This design comes from an exercise in tuning for small area, a short achievable clock period and few clock cycles per item on the open sky130 flow, not from production work.
Only simulation tests tie the RTL to the original design; equivalence was not proved.

==> juniper: inputs <==
// signed_point_polygon_distance
module signed_point_polygon_distance (
  input  wire logic                  clk_i,
  input  wire logic                  rst_ni,
  input  wire logic                  cfg_we_i,
  input  wire logic                  cfg_idx_i,
  input  wire logic [sppd_pkg::COORD_BITS-1:0] cfg_data_i,
  input  wire logic                  in_valid_i,
  output logic                       in_stall_o,
  input  sppd_pkg::in_req_t          in_data_i,
  output logic                       out_valid_o,
  input  wire logic                  out_stall_i,
  output sppd_pkg::out_req_t         out_data_o
);
make LEC_CHECK=0 ABC_CLOCK_PERIOD_IN_PS=5000 CAP_MARGIN=20 CORE_MARGIN=2 CORE_UTILIZATION=40 SETUP_SLACK_MARGIN=4 SLEW_MARGIN=20 finish   # period 11.0 ns
run.sh (not shown) runs the stock make flow with config.mk's settings and CLKGATE_MAP_FILE= SYNTH_SCRIPT=/design/flow/synth_recipe.tcl, a recipe that flattens the netlist after the stock synthesis.
==> inputs of willow, as changes to juniper <==
--- a/flow/design.v
+++ b/flow/design.v
@@ -680,13 +680,13 @@
       b_sl_q   <= s2_sl_q;
       b_e2_q   <= s2_e2_q;
       b_cn_q   <= s2_v25_q;
       b_d_q    <= s2_d_q;
     end
     if (adv) par_q <= (s2_first_q ? 1'b0 : par_q) ^ s2_flip_q;
-    if (defer) begin
+    if (adv) begin    
       sb_int_q   <= s2_int_q;
       sb_zero_q  <= s2_zero_q;
       sb_nn_q    <= n_nn;
       sb_en_q    <= n_en;
       sb_sn_q    <= s2_sn_q;
       sb_nmc_q   <= s2_nm_q;
==> comparison table <==
item                                                                                         willow          juniper
Result of the run                                                          timing/DRC/antenna clean  timing/DRC/antenna clean
Number of tap instances                                                                        4972             4950
Worst-case setup margin in the final layout                                                  572 ps           368 ps
Post-synth top area share                                                                     23.2%            23.4%
Capturing point of the worst reg2reg path                                           u_dp.b_nmc_q[6]  u_dp.sb_e2_q[2]
Share of synthesized cell area in full adder, half adder and majority cells                   30.2%            30.5%
Clock network area share                                                                      3.49%            3.17%
Pin count of the biggest net entering global routing                                            140              137
DP Worst Slack                                                                            -0.190 ps          -478 ps
M1 wire length                                                                               192 mm           191 mm
Mux share of post-synthesis cell area                                                         6.53%            5.71%
Maximum clock skew at final layout                                                          97.0 ps          86.7 ps
Clock latency at the later pin of the worst-skew pair                                        920 ps           880 ps
Number of cells in the finished layout apart from fillers                                     21100            21300
Filler cells                                                                                  35900            35400
Post-route design area                                                                   166000 um2       167000 um2
Number of distinct library cell variants in the gate-level netlist after synthesis              110              120
Synth Instances                                                                               15900            15900
Met3 wire length                                                                            21.4 mm          22.7 mm
Std cell rows                                                                                   224              223
Testbench counts of juniper, summed over its fixed seeds: cycles 11,007, vertices 8,938.
Testbench counts of willow, summed over its fixed seeds: cycles 11,007, vertices 8,938.


==> 02-06: inputs <==
RTL: one of the versions met above, not the one the previous note started from.
Settings: LEC_CHECK=0, CAP_MARGIN=20, CORE_MARGIN=2, CORE_UTILIZATION=40, SLEW_MARGIN=20; clock period 11.0 ns.
==> 10-05 (differences from 02-06) <==
ABC_CLOCK_PERIOD_IN_PS = 4000   (was unset)
SETUP_SLACK_MARGIN = 5   (was unset)
==> notes <==
10-05 ran to the end with no violations. 02-06 produced a clean layout.
In 10-05 the setup slack is better than in 02-06, by 0.36 ns.
In area after synthesis, 02-06 and 10-05 do not differ.
Sequential share of layout area: 02-06 is higher than 10-05 (2.4 points).
Against 10-05, the worst hold slack of 02-06 is lower by 0.071 ns.
Between 10-05 and 02-06, the lower via count is in 02-06 (gap 4.9%, measured against 02-06).
==> figures <==
Status: 10-05 finished clean; 02-06 finished clean
Via count normalized by instance count: 10-05 5.46; 02-06 5.40
Layout clock area frac: 10-05 0.0315; 02-06 0.0322
DR iter-0 viols: 10-05 8772; 02-06 8874
Register-to-Register Setup Slack: 10-05 0.75 ns; 02-06 0.39 ns
Clock latency at the later pin of the worst-skew pair: 10-05 0.91 ns; 02-06 0.92 ns
Total of plain and repair buffers excluding clock buffers: 10-05 1282; 02-06 510
Worst Tran Pin Value: 10-05 1.37 ns; 02-06 1.16 ns
Post-route cell area: 10-05 182000 um2; 02-06 164000 um2
Global-route wire length before repair: 10-05 707000 um; 02-06 664000 um
Tot GR Track Use: 10-05 0.237; 02-06 0.222
Fraction of met3 tracks used by global routing: 10-05 0.0249; 02-06 0.0211
Testbench counts of 02-06, summed over its fixed seeds: cycles 11,007, vertices 8,938.
Testbench counts of 10-05, summed over its fixed seeds: cycles 11,007, vertices 8,938.

-- separate check: timing with driven ports --
How much do the figures lean on ideal ports? The routed layouts below were timed once more, with nothing changed but the port constraints. Step 1 sets driving cells, clkbuf_16 on the clock port and buf_2 on the other inputs (assumed; they add their load-dependent delay and slew). Step 2 also shifts input and output timing later by t, the mid clock arrival at the registers, as if the neighbouring blocks saw the same clock. Three values: ideal, step 1, step 2; two values: the first two.
| run | shift t [ns] | setup slack, ns | worst setup path at the end |
|---|---|---|---|
| juniper | 0.946 | 0.368 / 0.368 / 0.368 | register to register |
| willow | 0.993 | 0.572 / 0.572 / 0.572 | register to register |
| 02-06 | 0.980 | 0.394 / 0.394 / 0.394 | register to register |
| 10-05 | 0.973 | 0.750 / 0.750 / 0.750 | register to register |
After both steps every run listed still meets setup and hold.
